Context: an optimization exercise on an open-source flow, tuned for small area and a short achievable clock period. The choices shown serve that exercise and are no tape-out recipe.
Function was checked by simulation only, so behaviour that the tests miss may differ from the original.
No activity file was given, so power comes from the tool's default toggle rates.

==> inputs of run a <==
==> flow/design.v <==
package gpif_pkg;
    typedef enum logic [2:0] {
        IDLE        = 3'd0,   
        WAIT        = 3'd1,   
        THINK       = 3'd2,   
        READ        = 3'd3,   
        READ_FLUSH  = 3'd4,   
        WRITE       = 3'd5,   
        WRITE_FLUSH = 3'd6    
    } gpif_state_t;
    typedef logic [32-1:0] gpif_word_t;
endpackage
`timescale 1ns/100ps
module gpif_slave_fifo_top (
    input  logic                 gpif_clk,
    input  logic                 gpif_rst,
    input  logic [3:0]           gpif_ctl,      
    input  gpif_pkg::gpif_word_t gpif_d_in,
    output gpif_pkg::gpif_word_t gpif_d_out,
    output logic                 sloe,
    output logic                 slrd,
    output logic                 slwr,
    output logic                 pktend,
    output logic [1:0]           fifoadr,
    output gpif_pkg::gpif_word_t tx_tdata,
    output logic                 tx_tlast,
    output logic                 tx_tvalid,
    input  logic                 tx_tready,
    input  gpif_pkg::gpif_word_t rx_tdata,
    input  logic                 rx_tlast,
    input  logic                 rx_tvalid,
    output logic                 rx_tready
);
    localparam int W     = 32;
    localparam int DEPTH = 64;         
    localparam int TXM   = DEPTH - 1;                
    localparam int NF_AT = DEPTH - 6;
    localparam int HS_AT = DEPTH - 32;
    logic ready_pad, wmark_pad, fx3_ready, fx3_wmark;
    logic slrd1, slrd2, slrd3, rd_eop, rd_eop1, rd_eop2;
    logic [W-1:0] cap;                               
    always_ff @(posedge gpif_clk) begin
        ready_pad <= gpif_ctl[0];
        wmark_pad <= gpif_ctl[1];
        fx3_ready <= ready_pad;
        fx3_wmark <= wmark_pad;
        slrd1     <= slrd;
        slrd2     <= slrd1;
        slrd3     <= slrd2;
        rd_eop1   <= rd_eop;
        rd_eop2   <= rd_eop1;
        cap       <= gpif_d_in;
    end
    logic s_idle, s_wait, s_think, s_read, s_rfl, s_write, s_wfl;
    logic       a;                                   
    logic [2:0] idle_cycles;
    logic       first_read, pad;
    logic [7:0] tsize;                               
    logic       read_ready_go, write_ready_go;
    logic       tx_nf, tx_hs;                        
    logic       rx_v;                                
    logic [W:0] rx_head;                             
    logic local_ready, read_go, write_go, seq_tready, wr_xfer, do_beat, bnd, cut;
    logic beat_end;
    assign fifoadr     = {1'b0, a};
    assign local_ready = a ? rx_v : tx_hs;
    assign read_go     = fx3_ready && fx3_wmark && read_ready_go;
    assign write_go    = fx3_ready && write_ready_go;
    assign do_beat     = s_write || (s_think && write_go);
    assign seq_tready  = (s_write && fx3_wmark && !pad) || (s_think && write_go);
    assign wr_xfer     = rx_v && seq_tready;
    assign bnd         = (tsize == 8'd0);
    assign cut         = !fx3_wmark || tx_nf;
    assign beat_end    = pad || !wr_xfer || (rx_hl && !bnd);
    always_ff @(posedge gpif_clk) begin
        read_ready_go  <= tx_hs && !a;
        write_ready_go <= rx_v && a;
    end
    always_ff @(posedge gpif_clk) begin
        if (gpif_rst) begin
            {s_idle, s_wait, s_think, s_read, s_rfl, s_write, s_wfl} <= 7'b1000000;
            {slrd, slwr, pktend, sloe} <= 4'b1111;
            a           <= 1'b0;
            idle_cycles <= 3'd0;
            rd_eop      <= 1'b0;
            first_read  <= 1'b0;
            pad         <= 1'b0;
            tsize       <= 8'd1;
        end else begin
            s_idle  <= (s_think && !read_go && !write_go) ||
                       (s_rfl && !first_read && slrd3) ||
                       (s_wfl && idle_cycles == 3'd7);
            s_wait  <= s_idle || (s_wait && !(local_ready && idle_cycles == 3'd7));
            s_think <= s_wait && local_ready && idle_cycles == 3'd7;
            s_read  <= (s_think && read_go) || (s_read && !cut);
            s_rfl   <= (s_read && cut) || (s_rfl && !(!first_read && slrd3));
            s_write <= do_beat && !beat_end;
            s_wfl   <= (do_beat && beat_end) || (s_wfl && idle_cycles != 3'd7);
            slrd   <= !((s_think && read_go) || (s_read && !cut));
            sloe   <= !((s_think && read_go) || s_read || (s_rfl && !(!first_read && slrd3)));
            slwr   <= !(do_beat && (pad || wr_xfer));
            pktend <= !(pad || (wr_xfer && rx_hl && !bnd));
            if (s_idle || (s_wait && !local_ready)) a <= !a;
            if (s_wait)
                idle_cycles <= local_ready ? idle_cycles + 3'd1 : 3'd0;
            else if (do_beat && beat_end)
                idle_cycles <= (pad || wr_xfer) ? 3'd5 : 3'd6;
            else if (s_wfl)
                idle_cycles <= idle_cycles + 3'd1;
            else
                idle_cycles <= 3'd0;
            rd_eop <= s_read && !fx3_wmark;
            if (s_think && read_go)
                first_read <= 1'b1;
            else if ((s_read || s_rfl) && !slrd3)
                first_read <= 1'b0;
            pad <= wr_xfer && rx_hl && bnd;
            if (pad || (wr_xfer && rx_hl && !bnd))
                tsize <= 8'd1;
            else if (wr_xfer)
                tsize <= tsize + 8'd1;
        end
    end
    always_ff @(posedge gpif_clk) begin
        gpif_d_out <= pad ? '0 : rx_head[W-1:0];
    end
    logic [6:0]       tx_count;
    logic             tx_le1;                        
    logic [5:0]       tx_wp;                         
    logic [TXM-1:0]   tx_rsel;                       
    logic [TXM-1:0][W:0] tx_mem;
    logic [W:0]       tx_word, tx_mout;
    logic             tx_in_v, tx_wr, tx_rd, tx_push, tx_pop, tx_eq1, tx_eq2;
    assign tx_word = {rd_eop2, cap};
    assign tx_in_v = !slrd3 && !sloe;
    assign tx_wr   = tx_in_v && !tx_count[6];
    assign tx_rd   = tx_tvalid && tx_tready;
    assign tx_push = tx_wr && !(tx_le1 && (!tx_tvalid || tx_tready));
    assign tx_pop  = tx_rd && !tx_le1;
    assign tx_eq1  = tx_count == 7'd1;
    assign tx_eq2  = tx_count == 7'd2;
    always_ff @(posedge gpif_clk) begin
        if (gpif_rst) begin
            tx_count  <= '0;
            tx_le1    <= 1'b1;
            tx_tvalid <= 1'b0;
            tx_wp     <= '0;
            tx_rsel   <= TXM'(1);
            tx_nf     <= 1'b0;
            tx_hs     <= 1'b0;
        end else begin
            if (tx_rd && !tx_wr)      tx_count <= tx_count - 7'd1;
            else if (tx_wr && !tx_rd) tx_count <= tx_count + 7'd1;
            tx_le1    <= !tx_tvalid || (tx_eq1 && (tx_tready || !tx_wr)) ||
                         (tx_eq2 && tx_tready && !tx_wr);
            tx_tvalid <= tx_wr || !tx_le1 || (tx_tvalid && !tx_tready);
            if (tx_push) tx_wp <= (tx_wp == 6'(TXM - 1)) ? 6'd0 : tx_wp + 6'd1;
            if (tx_pop) tx_rsel <= {tx_rsel[TXM-2:0], tx_rsel[TXM-1]};
            tx_nf     <= tx_count >= 7'(NF_AT);
            tx_hs     <= tx_count <= 7'(HS_AT);
        end
    end
    always_ff @(posedge gpif_clk) begin
        for (int i = 0; i < TXM; i++)
            if (tx_wp == 6'(i) && !tx_count[6]) tx_mem[i] <= tx_word;
    end
    always_comb begin
        tx_mout = '0;
        for (int i = 0; i < TXM; i++)
            tx_mout = tx_mout | ({(W+1){tx_rsel[i]}} & tx_mem[i]);
    end
    logic [W:0] tx_hnext, tx_hcopy;
    logic       tx_hload;
    assign tx_hload = !tx_tvalid || tx_tready;
    assign tx_hnext = tx_le1 ? tx_word : tx_mout;
    always_ff @(posedge gpif_clk) begin
        {tx_tlast, tx_tdata} <= tx_hload ? tx_hnext : tx_hcopy;
        tx_hcopy             <= tx_hload ? tx_hnext : {tx_tlast, tx_tdata};
    end
    logic [6:0]       rx_count;
    logic [5:0]       rx_wp;
    logic [DEPTH-1:0] rx_rsel;                       
    logic [DEPTH-1:0] rx_sel;
    logic [DEPTH-1:0][W:0] rx_mem;
    logic             rx_wr, rx_rd, rx_ge2, rx_eq1, rx_hl, rx_last1;
    assign rx_wr  = rx_tvalid && rx_tready;
    assign rx_rd  = rx_v && seq_tready;
    assign rx_ge2 = rx_count >= 7'd2;
    assign rx_eq1 = rx_count == 7'd1;
    always_ff @(posedge gpif_clk) begin
        if (gpif_rst) begin
            rx_count  <= '0;
            rx_v      <= 1'b0;
            rx_tready <= 1'b1;
            rx_wp     <= '0;
            rx_rsel   <= DEPTH'(1);
        end else begin
            if (rx_rd && !rx_wr)      rx_count <= rx_count - 7'd1;
            else if (rx_wr && !rx_rd) rx_count <= rx_count + 7'd1;
            rx_v      <= rx_wr || rx_ge2 || (rx_v && !seq_tready);
            rx_tready <= !((rx_count[6] || (rx_count == 7'd63 && rx_tvalid)) && !rx_rd);
            if (rx_wr) rx_wp <= rx_wp + 6'd1;
            if (rx_rd) rx_rsel <= {rx_rsel[DEPTH-2:0], rx_rsel[DEPTH-1]};
        end
    end
    always_ff @(posedge gpif_clk) begin
        for (int i = 0; i < DEPTH; i++)
            if (rx_wp == 6'(i) && rx_tready) rx_mem[i] <= {rx_tlast, rx_tdata};
    end
    always_comb begin
        rx_sel = rx_rsel;
        rx_head  = '0;
        rx_last1 = 1'b0;
        for (int i = 0; i < DEPTH; i++) begin
            rx_head  = rx_head | ({(W+1){rx_sel[i]}} & rx_mem[i]);
            rx_last1 = rx_last1 | (rx_sel[(i + DEPTH - 1) % DEPTH] && rx_mem[i][W]);
        end
    end
    always_ff @(posedge gpif_clk) begin
        if (rx_rd)
            rx_hl <= rx_eq1 ? rx_tlast : rx_last1;
        else if (!rx_v)
            rx_hl <= rx_tlast;
    end
endmodule
==> flow/run.sh <==
#!/bin/bash
# synth_recipe.tcl (not shown) runs the flow's synth.tcl, then flattens the netlist and writes it again
# the make line also repeats each setting of config.mk as NAME=value (left out here)
make -C /OpenROAD-flow-scripts/flow DESIGN_CONFIG=/design/flow/config.mk WORK_HOME=/design/flow/orfs CLKGATE_MAP_FILE= SYNTH_SCRIPT=/design/flow/synth_recipe.tcl finish
==> flow/config.mk <==
export PLATFORM = sky130hd
export DESIGN_NAME = gpif_slave_fifo_top
export DESIGN_NICKNAME = gpif_slave_fifo_top
export VERILOG_FILES = /design/flow/design.v
export SDC_FILE = /design/flow/constraint.sdc
export NUM_CORES = 4
export LEC_CHECK = 0
export CAP_MARGIN = 20
export CORE_MARGIN = 2
export CORE_UTILIZATION = 40
export CTS_CLUSTER_DIAMETER = 110
export CTS_CLUSTER_SIZE = 22
export SETUP_SLACK_MARGIN = 3.3
export SLEW_MARGIN = 20
==> flow/constraint.sdc <==
create_clock -name core_clock -period 6.0 [get_ports {gpif_clk}]
set_input_delay 1.2000 -clock core_clock [delete_from_list [all_inputs] [get_ports {gpif_clk}]]
set_output_delay 1.2000 -clock core_clock [all_outputs]
set_load 0.01 [all_outputs]
==> run b: changes against run a <==
CORE_UTILIZATION = 52   (was 40)
CTS_CLUSTER_DIAMETER = 100   (was 110)
PLACE_DENSITY = 0.66   (was not set)
==> run c: changes against run a <==
--- a/flow/design.v
+++ b/flow/design.v
@@ -128,5 +128,5 @@
     logic             tx_le1;                        
     logic [5:0]       tx_wp;                         
-    logic [TXM-1:0]   tx_rsel;                       
+    logic [7:0]       tx_rlo, tx_rhi;                
     logic [TXM-1:0][W:0] tx_mem;
     logic [W:0]       tx_word, tx_mout;
@@ -146,5 +146,6 @@
             tx_tvalid <= 1'b0;
             tx_wp     <= '0;
-            tx_rsel   <= TXM'(1);
+            tx_rlo    <= 8'd1;
+            tx_rhi    <= 8'd1;
             tx_nf     <= 1'b0;
             tx_hs     <= 1'b0;
@@ -156,5 +157,13 @@
             tx_tvalid <= tx_wr || !tx_le1 || (tx_tvalid && !tx_tready);
             if (tx_push) tx_wp <= (tx_wp == 6'(TXM - 1)) ? 6'd0 : tx_wp + 6'd1;
-            if (tx_pop) tx_rsel <= {tx_rsel[TXM-2:0], tx_rsel[TXM-1]};
+            if (tx_pop) begin
+                if (tx_rhi[7] && tx_rlo[6]) begin        
+                    tx_rlo <= 8'd1;
+                    tx_rhi <= 8'd1;
+                end else begin
+                    tx_rlo <= {tx_rlo[6:0], tx_rlo[7]};
+                    if (tx_rlo[7]) tx_rhi <= {tx_rhi[6:0], tx_rhi[7]};
+                end
+            end
             tx_nf     <= tx_count >= 7'(NF_AT);
             tx_hs     <= tx_count <= 7'(HS_AT);
@@ -168,5 +177,5 @@
         tx_mout = '0;
         for (int i = 0; i < TXM; i++)
-            tx_mout = tx_mout | ({(W+1){tx_rsel[i]}} & tx_mem[i]);
+            tx_mout = tx_mout | ({(W+1){tx_rhi[i/8] && tx_rlo[i%8]}} & tx_mem[i]);
     end
     logic [W:0] tx_hnext, tx_hcopy;
@@ -180,5 +189,5 @@
     logic [6:0]       rx_count;
     logic [5:0]       rx_wp;
-    logic [DEPTH-1:0] rx_rsel;                       
+    logic [7:0]       rx_rlo, rx_rhi;                
     logic [DEPTH-1:0] rx_sel;
     logic [DEPTH-1:0][W:0] rx_mem;
@@ -194,5 +203,6 @@
             rx_tready <= 1'b1;
             rx_wp     <= '0;
-            rx_rsel   <= DEPTH'(1);
+            rx_rlo    <= 8'd1;
+            rx_rhi    <= 8'd1;
         end else begin
             if (rx_rd && !rx_wr)      rx_count <= rx_count - 7'd1;
@@ -201,5 +211,8 @@
             rx_tready <= !((rx_count[6] || (rx_count == 7'd63 && rx_tvalid)) && !rx_rd);
             if (rx_wr) rx_wp <= rx_wp + 6'd1;
-            if (rx_rd) rx_rsel <= {rx_rsel[DEPTH-2:0], rx_rsel[DEPTH-1]};
+            if (rx_rd) begin
+                rx_rlo <= {rx_rlo[6:0], rx_rlo[7]};
+                if (rx_rlo[7]) rx_rhi <= {rx_rhi[6:0], rx_rhi[7]};
+            end
         end
     end
@@ -209,5 +222,5 @@
     end
     always_comb begin
-        rx_sel = rx_rsel;
+        for (int i = 0; i < DEPTH; i++) rx_sel[i] = rx_rhi[i/8] && rx_rlo[i%8];
         rx_head  = '0;
         rx_last1 = 1'b0;
CORE_UTILIZATION = 55   (was 40)
CTS_CLUSTER_DIAMETER = 120   (was 110)
CTS_CLUSTER_SIZE = 30   (was 22)
PLACE_DENSITY = 0.68   (was not set)
==> comparison table <==
item                                                    run a       run c       run b
Worst setup slack before clock tree synthesis         2.18 ns     2.12 ns     2.29 ns
Worst ir drop on vdd                                 0.278 mV    0.329 mV    0.259 mV
Fraction of area in multi-input gates                   14.8%       16.4%       15.0%
Area share of buffers outside the clock network         3.18%       4.44%       3.21%
Fin area                                           178000 µm²  178000 µm²  177000 µm²
Mapped Avg Cell Area                                 18.4 µm²    17.5 µm²    18.4 µm²
Status                               timing/DRC/antenna clean  timing/DRC/antenna clean  timing/DRC/antenna clean
Leak Pwr                                              53.6 nW     53.0 nW     53.7 nW
Inverters                                                  19          53          19
Register-to-register path setup slack                 3.16 ns     2.92 ns     3.01 ns
Met3 layer wire length in the routed design            117 mm      116 mm      121 mm
Sum of buffers and inverters on the critical path           1           3           1
Share of synthesized area spent on multiplexers      0.00624%     0.0497%    0.00624%

-- afterwards: timing with drivers on the ports --
No port has a modelled driver above. Below, the same layouts with a new extraction and two added sets of constraints.
Step 1 assumes that a clkbuf_16 drives the clock port and a buf_2 every other input.
Step 2 moves the port delays by t, midway between the first and last clock arrival at a register: inputs arrive t later, outputs are due t later. That takes back most of the time a late clock gives input paths.
Slacks: no drivers / after step 1 / after step 2; pairs: no drivers / after step 1.
| run | t, ns | slack for setup (ns) | worst setup path after step 2 | latest minus earliest clock arrival (ns) | slew at the worst register clock pin (ns) |
|---|---|---|---|---|---|
| run a | 1.143 | 3.144 / 3.012 / 2.270 | input to register | 0.096 / 0.097 | 0.10 / 0.10 |
| run b | 1.065 | 3.015 / 3.015 / 2.388 | input to register | 0.101 / 0.102 | 0.10 / 0.10 |
| run c | 1.031 | 2.922 / 2.922 / 2.592 | input to register | 0.141 / 0.142 | 0.12 / 0.12 |
After both steps setup and hold are still met in every run listed. The setup slack of run a, which loses most, moves by -0.132 ns with the drivers and by -0.874 ns with both steps.
